What follows belongs to an exercise in optimizing a design on an open flow for small area, a short achievable clock period and few clock cycles per item; a production flow would make more cautious choices.
In this exercise RTL edits were held to simulation tests only and were not proved equivalent to the original.
Power is estimated from default activity; no workload was simulated.

--- design/flow/flow/run.sh ---
#!/bin/bash
set -euo pipefail
bash standard.sh SETUP_SLACK_MARGIN=6.2 finish > standard_flow.log 2>&1
--- design/flow/standard.sh ---
#!/bin/bash
# synth_recipe.tcl (not shown) runs the flow's synth.tcl, then flattens the netlist and writes it again
# the make line also repeats each setting of config.mk as NAME=value (left out here)
make -C /OpenROAD-flow-scripts/flow DESIGN_CONFIG=/design/flow/config.mk WORK_HOME=/design/flow/orfs CLKGATE_MAP_FILE= SYNTH_SCRIPT=/design/flow/synth_recipe.tcl "${@:-finish}"
--- design/flow/config.mk ---
export PLATFORM = sky130hd
export DESIGN_NAME = cpu_core
export DESIGN_NICKNAME = cpu_core
export VERILOG_FILES = /design/flow/design.v
export SDC_FILE = /design/flow/constraint.sdc
export NUM_CORES = 4
export LEC_CHECK = 0
export CAP_MARGIN = 20
export CELL_PAD_IN_SITES_DETAIL_PLACEMENT = 1
export CELL_PAD_IN_SITES_GLOBAL_PLACEMENT = 2
export CORE_MARGIN = 2
export CORE_UTILIZATION = 50
export CTS_CLUSTER_DIAMETER = 50
export CTS_CLUSTER_SIZE = 25
export SLEW_MARGIN = 20
--- design/flow/constraint.sdc ---
create_clock -name core_clock -period 9.0 [get_ports {clk}]
set_input_delay 1.8000 -clock core_clock [delete_from_list [all_inputs] [get_ports {clk}]]
set_output_delay 1.8000 -clock core_clock [all_outputs]
set_load 0.01 [all_outputs]
--- design/flow/design.v ---
`default_nettype none
package cpu_pkg;
    localparam logic [2:0] F3_ADD  = 3'b000;
    localparam logic [2:0] F3_SLL  = 3'b001;
    localparam logic [2:0] F3_SLT  = 3'b010;
    localparam logic [2:0] F3_SLTU = 3'b011;
    localparam logic [2:0] F3_XOR  = 3'b100;
    localparam logic [2:0] F3_SR   = 3'b101;
    localparam logic [2:0] F3_OR   = 3'b110;
    localparam logic [2:0] F3_AND  = 3'b111;
endpackage
`default_nettype wire
`default_nettype none
module register_file (
    input  wire                        clk,
    input  wire                        rstn,
    input  wire [32-1:0]   rd_sel,       
    output logic [32-1:0]  rd_valid,
    output logic [32-1:0]       rd_data,
    input  wire                        wr_en,
    input  wire [5-1:0]   wr_idx,
    input  wire [32-1:0]        wr_data
);
    logic [32-1:0]      regs  [32];
    logic [32-1:0] valid;
    assign valid[0] = 1'b0;
    for (genvar i = 1; i < 32; i++) begin : g_valid
        always_ff @(posedge clk or negedge rstn) begin
            if (!rstn) begin
                valid[i] <= 1'b0;
            end else if (wr_en && wr_idx == i) begin
                valid[i] <= 1'b1;
            end
        end
    end
    assign regs[0] = '0;
    for (genvar i = 1; i < 32; i++) begin : g_reg
        always_ff @(posedge clk) begin
            if (wr_en && wr_idx == i) begin
                regs[i] <= wr_data;
            end
        end
    end
    assign rd_valid = valid;
    always_comb begin
        rd_data = '0;
        for (int i = 1; i < 32; i++) begin
            rd_data = rd_data | (regs[i] & {32{rd_sel[i]}});
        end
    end
endmodule
`default_nettype wire
`default_nettype none
module dispatch_unit (
    input  wire                          clk,
    input  wire                          rstn,
    input  wire                          psel,
    input  wire                          penable,
    input  wire                          pwrite,
    input  wire [12-1:0]    paddr,
    input  wire [32-1:0]          pwdata,
    output logic [32-1:0]         prdata,
    output logic                         pready,
    output logic                         pslverr,
    output logic [32-1:0]    rd_sel,
    input  wire [32-1:0]     rd_valid,
    input  wire [32-1:0]          rd_data,
    output logic                         ex_cin,
    output logic                         ex_sra,
    output logic [7:0]                   ex_sel,
    output logic [32-1:0]         ex_a,
    output logic [32-1:0]         ex_b,
    input  wire [32-1:0]          ex_y,
    output logic                         wr_en,
    output logic [5-1:0]    wr_idx,
    output logic [32-1:0]         wr_data
);
    logic                        setup;
    logic                        instr_addr;
    logic                        status_addr;
    logic                        reg_addr;
    logic [6:0]                  opcode;
    logic [2:0]                  funct3;
    logic [6:0]                  funct7;
    logic                        is_op;
    logic                        is_imm;
    logic                        legal;
    logic                        err;
    logic [32-1:0]        ir;         
    logic [2:0]                  ir_f3;
    logic                        ir_alt;
    logic                        ir_sub;
    logic                        accept;
    logic [5-1:0]   idx_next;
    logic                        fwd_q;
    logic                        ready_q;    
    logic [32-1:0]        opnd;
    logic [32-1:0]        opb;
    logic [32-1:0]        opa_q;
    logic [32-1:0]        opa_src;
    logic [32-1:0]        opa_rev;
    logic [32-1:0]        rdata_q;
    logic                        err_q;
    logic                        imm_q;      
    logic                        alt_q;      
    logic                        first_q;    
    logic                        wait1_q;    
    logic                        wait2_q;    
    logic [5-1:0]   hidx_q;     
    logic                        late_q;     
    logic                        r_v;
    logic                        x_v;
    logic [5-1:0]   x_rd;
    assign setup       = psel & ~penable;
    assign instr_addr  = paddr == 12'h000;
    assign status_addr = paddr == 12'h004;
    assign reg_addr    = paddr[11:7] == 5'b00001 && paddr[1:0] == 2'b00;
    assign opcode = pwdata[6:0];
    assign funct3 = pwdata[14:12];
    assign funct7 = pwdata[31:25];
    assign is_op  = opcode == 7'b0110011;
    assign is_imm = opcode == 7'b0010011;
    always_comb begin
        legal = 1'b0;
        if (is_op) begin
            legal = funct7 == 7'h00 || (funct7 == 7'h20 && (funct3 == 3'b000 || funct3 == 3'b101));
        end else if (is_imm) begin
            if (funct3 == 3'b001)      legal = funct7 == 7'h00;
            else if (funct3 == 3'b101) legal = funct7 == 7'h00 || funct7 == 7'h20;
            else                       legal = 1'b1;
        end
    end
    assign accept = psel && penable && pwrite && instr_addr && legal && pwdata[11:7] != '0;
    assign err = pwrite ? !(instr_addr && legal) : !(status_addr || reg_addr);
    assign ir_f3  = ir[14:12];
    assign ir_alt = alt_q;
    assign ir_sub = (ir_f3 == 3'b000 && ir_alt) || ir_f3 == 3'b010 || ir_f3 == 3'b011;
    assign idx_next = first_q ? pwdata[24:20] : wait1_q ? hidx_q : pwdata[19:15];
    always_ff @(posedge clk) begin
        for (int i = 0; i < 32; i++) begin
            rd_sel[i] <= idx_next == i && (rd_valid[i] || (wr_en && wr_idx == i));
        end
        fwd_q <= x_v && x_rd == idx_next;
    end
    assign opnd = fwd_q ? wr_data : rd_data;
    assign opb  = imm_q ? {{(32 - 12){ir[31]}}, ir[31:20]} : opnd;
    assign opa_src = late_q ? wr_data : opnd;
    for (genvar i = 0; i < 32; i++) begin : g_rev
        assign opa_rev[i] = opa_src[32-1-i];
    end
    always_ff @(posedge clk) begin
        if (late_q || first_q) begin
            opa_q <= ir_f3 == 3'b001 ? opa_rev : opa_src;
        end
    end
    always_ff @(posedge clk) begin
        ir      <= pwdata;
        imm_q   <= is_imm;
        alt_q   <= pwdata[30] && (is_op || funct3 == 3'b101);
        hidx_q  <= paddr[2 +: 5];
        err_q   <= err;
        rdata_q <= wait2_q ? opnd : '0;
        ex_b    <= opb ^ {32{ir_sub}};
        ex_cin  <= ir_sub;
        ex_sra  <= ir_f3 == 3'b101 && ir_alt;
        ex_sel  <= 8'b1 << ir_f3;
        x_rd    <= ir[11:7];
        wr_data <= ex_y;
        wr_idx  <= x_rd;
    end
    always_ff @(posedge clk or negedge rstn) begin
        if (!rstn) begin
            first_q <= 1'b0;
            wait1_q <= 1'b0;
            wait2_q <= 1'b0;
            ready_q <= 1'b0;    
            late_q  <= 1'b0;
            r_v     <= 1'b0;
            x_v     <= 1'b0;
            wr_en   <= 1'b0;
        end else begin
            first_q <= setup && pwrite;
            wait1_q <= setup && !pwrite && reg_addr;
            wait2_q <= wait1_q;
            late_q  <= first_q && x_v && x_rd == ir[19:15];
            ready_q <= !((setup && !pwrite && reg_addr) || wait1_q);
            r_v     <= accept;
            x_v     <= r_v;
            wr_en   <= x_v;
        end
    end
    assign ex_a    = opa_q;
    assign prdata  = rdata_q;
    assign pready  = ready_q;
    assign pslverr = err_q;
endmodule
`default_nettype wire
`default_nettype none
module alu_lane (
    input  wire [32-1:0]    a,         
    input  wire [32-1:0]    b,         
    input  wire                    cin,       
    input  wire                    sra,       
    input  wire [7:0]              sel,       
    output logic [32-1:0]   y
);
    logic [32-1:0] sum;
    logic                 lt;
    logic                 ltu;
    logic                 fill;
    logic [32-1:0] sh_out;
    logic [32-1:0] sh_rev;
    assign sum = a + b + {{(32 - 1){1'b0}}, cin};
    assign lt  = (a[31] ^ b[31]) ? sum[31] : a[31];
    assign ltu = (a[31] ^ b[31]) ? sum[31] : ~b[31];
    for (genvar i = 0; i < 32; i++) begin : g_rev
        assign sh_rev[i] = sh_out[32-1-i];
    end
    assign fill   = sra & a[31];
    assign sh_out = $signed({fill, a}) >>> b[4:0];
    assign y = ({32{sel[cpu_pkg::F3_ADD]}} & sum)
             | ({32{sel[cpu_pkg::F3_SLL]}} & sh_rev)
             | ({32{sel[cpu_pkg::F3_SR]}}  & sh_out)
             | ({32{sel[cpu_pkg::F3_XOR]}} & (a ^ b))
             | ({32{sel[cpu_pkg::F3_OR]}}  & (a | b))
             | ({32{sel[cpu_pkg::F3_AND]}} & (a & b))
             | {{(32 - 1){1'b0}}, (sel[cpu_pkg::F3_SLT] & lt) | (sel[cpu_pkg::F3_SLTU] & ltu)};
endmodule
`default_nettype wire
`default_nettype none
module cpu_core (
    input  wire                         clk,
    input  wire                         rstn,
    input  wire                         psel,
    input  wire                         penable,
    input  wire                         pwrite,
    input  wire [12-1:0]   paddr,
    input  wire [32-1:0]         pwdata,
    output logic [32-1:0]        prdata,
    output logic                        pready,
    output logic                        pslverr
);
    logic [32-1:0] rd_sel;
    logic [32-1:0] rd_valid;
    logic [32-1:0]      rd_data;
    logic                      ex_cin;
    logic                      ex_sra;
    logic [7:0]                ex_sel;
    logic [32-1:0]      ex_a;
    logic [32-1:0]      ex_b;
    logic [32-1:0]      ex_y;
    logic                      wr_en;
    logic [5-1:0] wr_idx;
    logic [32-1:0]      wr_data;
    dispatch_unit u_dispatch (.*);
    alu_lane u_alu (
        .cin  (ex_cin),
        .sra  (ex_sra),
        .sel  (ex_sel),
        .a   (ex_a),
        .b   (ex_b),
        .y   (ex_y)
    );
    register_file u_regs (.*);
endmodule
`default_nettype wire
==> summary.txt, run 1 <==
DR iter-0 viols - 4568
Pre-CTS setup slack - 5.14 ns
CTS tree - done
Synth cell types - 72
Leakage dissipation - 0.0195 uW
Area taken by multi-input logic gates - 0.0129 sq mm
Critical path capture point type - primary output
Die area - 0.100 sq mm
Worst hold path cell count - 0
Synth warn - 3
Unrepaired setup endpoints after global routing - yes
EDFF count, synth - 1024
Fraction of the yosys area taken by sequential cells - 72.4%
Worst hold-check path type - flip-flop to flip-flop
Number of global-route vias before repair - 33000
Worst Path Max Fanout - 1
Avg Inst Size Synth - 15.1 sq um
Cell with the most instances after synthesis - edfxtp_1
Placement row count - 114
X dimension of the die - 316 um
Least-Margin Pin Slew - 1.10 ns
GRT overflow - 0
Count of placed standard cells in the final layout, fillers left out - 4785
Worst Slack Setup Final - 5.98 ns
Gate Count Post-Synth - 3231
Post-Syn Area - 0.0488 sq mm
# hold bufs at CTS - 0
Io pins - 83
Total power density per cell area - 220 mW/mm^2
Global-route wire length before repair - 255 mm
Final hold viol count - 0
Number of nets produced by synthesis - 3346
Floorplan Core Area - 0.0967 sq mm
Worst-case reg-to-reg path depth - 9
Final Skew - 0.0819 ns
GR Util All Layers - 36.7%
Worst slew margin - 26.3%
Via count of the routed design - 33000
Fin crit share - 33.5%
Maximum cell stage delay along the critical path - 0.36 ns
Master cell of the clock root buffer - clkbuf_16
Crit path max-delay family - flip-flops
Post-synth top cells - edfxtp_1 (1024), dfxtp_1 (181), a22oi_1 (173), a221oi_1 (171), a22o_1 (162)
Fin crit period - 3.02 ns
Die extent in y - 316 um
Detailed-route wire length per cell - 39.0 um
Max-cap viol count - 0
Logic depth of the worst setup path including buffers - 1
Overall power - 12500 uW
Sum of buffers and inverters on the critical path - 1
Maximum clock rate - 0.331 GHz
Clock Tree Buf Depth - 3
Most instantiated flip-flop cell in the synthesis netlist - edfxtp_1
Detail-routed via count per cell - 6.89
Biggest area consumer among synthesized cells - edfxtp_1
Area taken by flip-flops and latches - 0.0355 sq mm
H-tree depth - 3
Worst hold-check slack - 0.329 ns
Number of nets at the end of the flow - 3518
Number of DRC violations after detailed routing - 0
Wirelength, routed - 187 mm
Drt first pass iters - 7
Status - no timing/DRC/antenna violations
Data arrival at the endpoint of the critical path - 1.22 ns
Detail Placement HPWL - 97.8 mm
Critical-path cell list - buf_2
Number of filler cells placed in the layout - 8772
Count of input and output buffers - 82
Layout area overhead - 17.0%
CP required - 7.20 ns
Number of max-slew violations in the final report - 0
Count of final setup violators - 0
Cell types with the largest area share after synthesis - edfxtp_1 (63%), dfxtp_1 (7.4%), a221oi_1 (3.1%)
Clock slew at the register clock pins of the worst setup and hold paths - 0.07 ns
Routability congestion estimate - 0.889
Starting density of the core - 50.5%
Inst Count DP - 4492
Ratio of cells with drive above 1 in the final layout - 18.8%
Number of flip-flops and latches in the synthesized netlist - 1244
Area fraction of the dominant cell type after synthesis - 63.0%
Residual antenna-violating net count after detailed routing - 0
Worst vdd rail ir drop - 0.195 mV
Sinks on Clock Net - 1244
Async set or reset register ratio after synthesis - 3.14%
Category of the critical setup timing path - flip-flop to primary output
Later-pin clock latency in the skew report - 0.77 ns
Setup Total Neg Slack - 0 ns
TritonCTS Buffers - 118
Initial antenna violation count - 5
Standard cell with the maximum stage delay on the critical path - dfrtp_1
Critical Path Source Type - flip-flop
Pin count of the biggest net entering global routing - 40
-- cell families after synthesis --
family,Yosys count,share of synthesized area (%)
AO/OA/AOI/OAI,865,13.1
XOR/XNOR,60,1.08
adder cells (fa/ha/maj),66,1.72
buffers and inverters,300,2.41
flip-flops,1244,72.4
multiplexers,129,3.31
AND/OR/NAND/NOR,567,5.92
-- registers in the layout, indices dropped and copies added (netlist names), 5 cells and up --
signal / count
u_dispatch.x_rd: 5
u_dispatch.ex_sel: 8
u_dispatch.wr_idx: 5
u_dispatch.ir: 25
u_dispatch.rdata_q: 32
u_dispatch.ex_b: 32
u_dispatch.wr_data: 32
u_regs.valid: 31
u_dispatch.rd_sel: 31
u_dispatch.hidx_q: 5
u_dispatch.opa_q: 32
u_regs.regs: 992
-- stage by stage --
step / area, sq um / utilization, %
after CTS: 56500 / 58.4
after global placement: 51500 / 53.2
after global routing: 57100 / 59.0
after floorplan: 48800 / -
after detailed placement: 51500 / 53.2
final: 57100 / 59.0
-- report_power, final --
part           internal (uW)  leakage (uW)  switching [uW]
Clock                   2990       0.00210            2480
Sequential              6380        0.0114            99.9
Combinational            189       0.00598             399
Total                   9560        0.0195            2980
-- final cells by class --
cell class | instances | share of cell area [%]
Sequential cell | 1244 | 62.1
Multi-Input combinational cell | 1687 | 22.7
Clock buffer | 129 | 5.43
Timing Repair Buffer | 243 | 4.00
Tap cell | 1276 | 2.80
Clock inverter | 96 | 2.22
Inverter | 109 | 0.767
Antenna cell | 1 | 0.00438
-- repair_timing --
action                                  4_1_cts  5_1_grt
pin swaps                                    11       12
hold endpoints to repair                      0        0
endpoints found under the setup margin      150      118
resized for setup                           241       98
setup buffers                                39       25
gates cloned                                  3        0
-- final timing paths --
| check | endpoint | slack [ns] | start |
|---|---|---|---|
| worst max register to register | u_dispatch.wr_data[28] | 6.10 | u_dispatch.opa_q[22] |
| worst min register to register | u_dispatch.x_rd[3] | 0.33 | u_dispatch.ir[10] |
| max in group asynchronous | u_dispatch.late_q | 7.16 | rstn |
| min in group asynchronous | u_dispatch.ready_q | 1.21 | rstn |
| worst min-delay path | u_dispatch.x_rd[3] | 0.33 | u_dispatch.ir[10] |
| worst max-delay path | pready | 5.98 | u_dispatch.ready_q |
-- placed cells by master (no fill, tap or decap), types with 38 or more instances in the layout --
| master | netlist | routed |
|---|---|---|
| dfxtp_2 | 0 | 60 |
| clkdlybuf4s50_1 | 0 | 43 |
| inv_1 | 106 | 103 |
| buf_4 | 1 | 124 |
| clkbuf_16 | 0 | 122 |
| o21ai_0 | 84 | 68 |
| and2_1 | 39 | 39 |
| nor3_1 | 45 | 40 |
| nand3_1 | 48 | 48 |
| edfxtp_1 | 1024 | 1024 |
| ha_1 | 64 | 51 |
| dfrtp_1 | 39 | 38 |
| a221oi_1 | 171 | 169 |
| a22oi_1 | 173 | 173 |
| xnor2_1 | 49 | 49 |
| a22o_1 | 162 | 162 |
| buf_6 | 4 | 44 |
| nor2_1 | 96 | 61 |
| nand2_1 | 148 | 147 |
| mux2i_1 | 99 | 95 |
| a21oi_1 | 154 | 137 |
| nand4_1 | 73 | 73 |
| dfxtp_1 | 181 | 113 |
-- per-layer routing --
layer / track usage [%] / vias to the layer above / wire (um)
met4: 14.8 / 2 / 8600
li1: - / 13200 / -
met5: 0 / - / 13
met2: 58.1 / 2150 / 85900
met3: 6.89 / 426 / 19400
met1: 50.6 / 17200 / 72500
Testbench counts, summed over its fixed seeds: cycles 4,816, instrs 2,400.
==> inputs of run 2 (changes only) <==
==> design/flow/flow/run.sh (replaced) <==
#!/bin/bash
set -euo pipefail
bash standard.sh SETUP_SLACK_MARGIN=6 finish > standard_flow.log 2>&1
--- a/design/flow/config.mk
+++ b/design/flow/config.mk
@@ -11,5 +11,5 @@
 export CORE_MARGIN = 2
-export CORE_UTILIZATION = 50
-export CTS_CLUSTER_DIAMETER = 50
-export CTS_CLUSTER_SIZE = 25
+export CORE_UTILIZATION = 55
+export CTS_CLUSTER_DIAMETER = 60
+export CTS_CLUSTER_SIZE = 30
 export SLEW_MARGIN = 20
==> summary.txt, run 2 <==
Status - no timing/DRC/antenna violations
Clock Tree Buf Depth - 3 (unchanged)
Number of DRC violations after detailed routing - 0 (unchanged)
Die extent in y - 302 um (-4.6%)
Biggest area consumer among synthesized cells - edfxtp_1
Cell types with the largest area share after synthesis - edfxtp_1 (63%), dfxtp_1 (7.4%), a221oi_1 (3.1%)
Fin crit share - 33.9% (+0.38 points)
Internal power contribution - 8590 uW (-10%)
Starting density of the core - 55.4% (+4.9 points)
H-tree depth - 3 (unchanged)
Later-pin clock latency in the skew report - 0.69 ns (-0.08 ns)
Sinks on Clock Net - 1244 (unchanged)
Crit Reg-Reg Endpoint - u_dispatch.opa_q[25]
Maximum cell stage delay along the critical path - 0.71 ns (+0.35 ns)
Number of global-route vias before repair - 32800 (-0.45%)
Number of nets produced by synthesis - 3346 (unchanged)
Floorplan Core Area - 0.0881 sq mm (-8.9%)
Crit path max-delay family - compound AO/OA/AOI/OAI gates
Cell with the most instances after synthesis - edfxtp_1
Commonest non-fill, non-tap cells in the layout - edfxtp_1 (1024), a22oi_1 (173), a221oi_1 (171)
Synth cell types - 72 (unchanged)
Routability congestion estimate - 0.922 (+3.7%)
Worst vdd rail ir drop - 0.229 mV (+18%)
Library cell appearing most often on the critical path - mux2i_1
Die area - 0.0911 sq mm (-9.0%)
Residual antenna-violating net count after detailed routing - 0 (unchanged)
Io pins - 83 (unchanged)
Count of input and output buffers - 82 (unchanged)
Post-synth top cells - edfxtp_1 (1024), dfxtp_1 (181), a22oi_1 (173), a221oi_1 (171), a22o_1 (162)
X dimension of the die - 302 um (-4.6%)
Clock slew at the register clock pins of the worst setup and hold paths - 0.08 ns (about the same)
Post-layout instance area - 0.0549 sq mm (-3.8%)
Maximum clock rate - 0.328 GHz (-1.1%)
Worst hold path cell count - 0 (unchanged)
Gate Count Post-Synth - 3231 (unchanged)
Post-Syn Area - 0.0488 sq mm (unchanged)
TritonCTS Buffers - 86 (-27%)
GRT overflow - 0 (unchanged)
EDFF count, synth - 1024 (unchanged)
Critical path capture point type - flip-flop
Count of final setup violators - 0 (unchanged)
Avg Inst Size Synth - 15.1 sq um (unchanged)
Ratio of cells with drive above 1 in the final layout - 14.7% (-4.1 points)
Data arrival at the endpoint of the critical path - 3.59 ns (+2.37 ns)
Setup Total Neg Slack - 0 ns (unchanged)
Diodes inserted - 0 (-1)
Flip-flop count of the largest register, all copies and words added - 992 (unchanged)
Pin count of the biggest net entering global routing - 44 (+10%)
Total power density per cell area - 207 mW/mm^2 (-5.6%)
Net switching fraction of the power - 24.5% (+0.75 points)
Final Skew - 0.0335 ns (-0.0484 ns)
Critical-path cell list - buf_4, a22o_1, a221oi_1, nand3_1, nor3_1, a21oi_1, mux2i_1, mux2i_1
Category of the critical setup timing path - flip-flop to flip-flop
Launch point of the worst hold path - u_dispatch.ir[8]
Placement row count - 109 (-4.4%)
Via count of the routed design - 33000 (+0.058%)
Synth warn - 3 (unchanged)
Register share of total power - 56.9% (+5.2 points)
Critical Path Source Type - flip-flop
Number of nets at the end of the flow - 3454 (-1.8%)
Detail Placement HPWL - 100 mm (+2.5%)
GR Util All Layers - 39.5% (+2.7 points)
Most common cell after layout, fill and taps aside - edfxtp_1
Sum of buffers and inverters on the critical path - 1 (unchanged)
Final hold viol count - 0 (unchanged)
Largest register by flop count - u_regs.regs
Drt first pass iters - 6 (-1)
Gate power share - 4.9% (+0.2 points)
Layout area overhead - 12.5%
Number of max-slew violations in the final report - 0 (unchanged)
Fraction of the yosys area taken by sequential cells - 72.4% (unchanged)
Reg-to-reg slack, setup - 5.95 ns (-0.15 ns)
Fin crit period - 3.05 ns (+0.0346 ns)
Number of flip-flops and latches in the synthesized netlist - 1244 (unchanged)
Source of the worst register-to-register timing path - u_dispatch.rd_sel[7]
Worst hold-check path type - flip-flop to flip-flop
Unrepaired setup endpoints after global routing - yes
Least-Margin Pin Slew - 1.17 ns (+0.0610 ns)
Worst slew margin - 22.3% (-4.0 points)
Wirelength, routed - 180 mm (-3.5%)
Worst-case reg-to-reg path depth - 8 (-1)
Master cell of the clock root buffer - clkbuf_16
Max-cap viol count - 0 (unchanged)
Clock network fraction of design power - 38.1% (-5.5 points)
Hold worst-path end - u_dispatch.x_rd[1]
Global-route wire length before repair - 250 mm (-2.1%)
Worst Path Max Fanout - 22 (+21)
Initial antenna violation count - 1 (-4)
DR iter-0 viols - 4582 (+0.31%)
CTS tree - done
Async set or reset register ratio after synthesis - 3.14% (unchanged)
Standard cell with the maximum stage delay on the critical path - dfxtp_2
CP required - 9.54 ns (+2.34 ns)
Detail-routed via count per cell - 7.21 (+4.6%)
Detailed-route wire length per cell - 39.3 um (+0.90%)
Leakage dissipation - 0.0186 uW (-4.3%)
Area fraction of the dominant cell type after synthesis - 63.0% (unchanged)
Placed instance area - 0.0514 sq mm (-0.18%)
Sw Pwr - 2790 uW (-6.4%)
Most instantiated flip-flop cell in the synthesis netlist - edfxtp_1
run 2: worst max path at each step:
stage,cells after the start,start,to
after floorplan,5,paddr[5],u_dispatch.r_v
after global routing,11,u_dispatch.opa_q[0],u_dispatch.wr_data[20]
after CTS,1,u_dispatch.ready_q,pready
after global placement,6,paddr[5],u_dispatch.r_v
after detailed placement,5,pwdata[16],u_dispatch.rd_sel[6]
final,8,u_dispatch.rd_sel[7],u_dispatch.opa_q[25]
run 2: kinds of logic (layout without fill, tap and decap cells):
kind of cell | after synthesis | count (layout) | synth area share (%)
flops | 1244 | 1244 | 72.4
xor+xnor | 60 | 60 | 1.08
simple gates | 567 | 567 | 5.92
mux | 129 | 129 | 3.31
buf+inv | 300 | 481 | 2.41
fa+ha+maj | 66 | 66 | 1.72
compound gates | 865 | 865 | 13.1
run 2: metrics by stage:
stage / setup slack, ns / hold WS (ns) / total power, uW / cells / utilization, %
2_1_floorplan: 5.95 / 0.310 / 6870 / 3231 / -
3_3_place_gp: 5.39 / 0.317 / 7100 / 4387 / 58.3
3_5_place_dp: 5.20 / 0.313 / 7130 / 4388 / 58.3
4_1_cts: 5.96 / 0.332 / 11400 / 4559 / 62.0
5_1_grt: 5.87 / 0.336 / 11600 / 4577 / 62.3
6_report: 5.95 / 0.330 / 11400 / 4577 / 62.3
run 2: layout make-up:
cell class | count | area [sq um]
fill | 8007 | 33200
sequential | 1244 | 35400
clock inverter | 70 | 903
tap | 1165 | 1460
timing repair buffer | 211 | 1750
clock buffer | 91 | 2230
inverter | 109 | 428
multi-input combinational | 1687 | 12700
run 2: power groups by stage:
stage	Sequential, uW	Clock, uW	Combinational, uW
2_1_floorplan	6620	0	250
3_3_place_gp	6610	0	496
3_5_place_dp	6620	0	517
4_1_cts	6480	4350	538
5_1_grt	6490	4530	598
6_report	6480	4340	561
run 2: what timing repair did:
| action | 4_1_cts | 5_1_grt |
|---|---|---|
| setup buffers | 9 | 18 |
| resized for setup | 183 | 37 |
| endpoints found under the setup margin | 91 | 30 |
| hold buffers | 0 | 0 |
| endpoints found under the hold margin | 0 | 0 |
| cloned | 1 | 0 |
| pin swaps | 0 | 12 |
run 2: layer usage:
layer	vias up	GRT usage (%)	part of all wire, %
met5	-	0	0.0072
met4	2	18.5	5.5
met3	566	7.27	11
met2	2456	62.8	47
met1	17000	53.2	37
li1	13000	-	-

[separate check: timing with driven ports]
How much do the figures lean on ideal ports? The routed layouts below were timed once more, with nothing changed but the port constraints. Step 1, drivers: a clkbuf_16 drives clk and a buf_2 each remaining input, both assumed. Step 2 times the ports against the registers' clock, not the clock port: input delays grow and output delays shrink by t, the midpoint of the rising clock arrivals with the driver on. Three values: ideal ports, drivers, drivers and shift; two values: the first two.
| run | t, ns | setup WS [ns] | worst data-port slew with drivers (ns) | cell pins on the clock port's net |
|---|---|---|---|---|
| run 1 | 0.808 | 5.982 / 5.908 / 5.463 | 0.05 | 1 |
| run 2 | 0.750 | 5.947 / 5.934 / 5.421 | 0.04 | 1 |
After both steps every run listed still meets setup and hold. The setup slack of run 2, which loses most, moves by -0.013 ns with the drivers and by -0.526 ns with both steps.
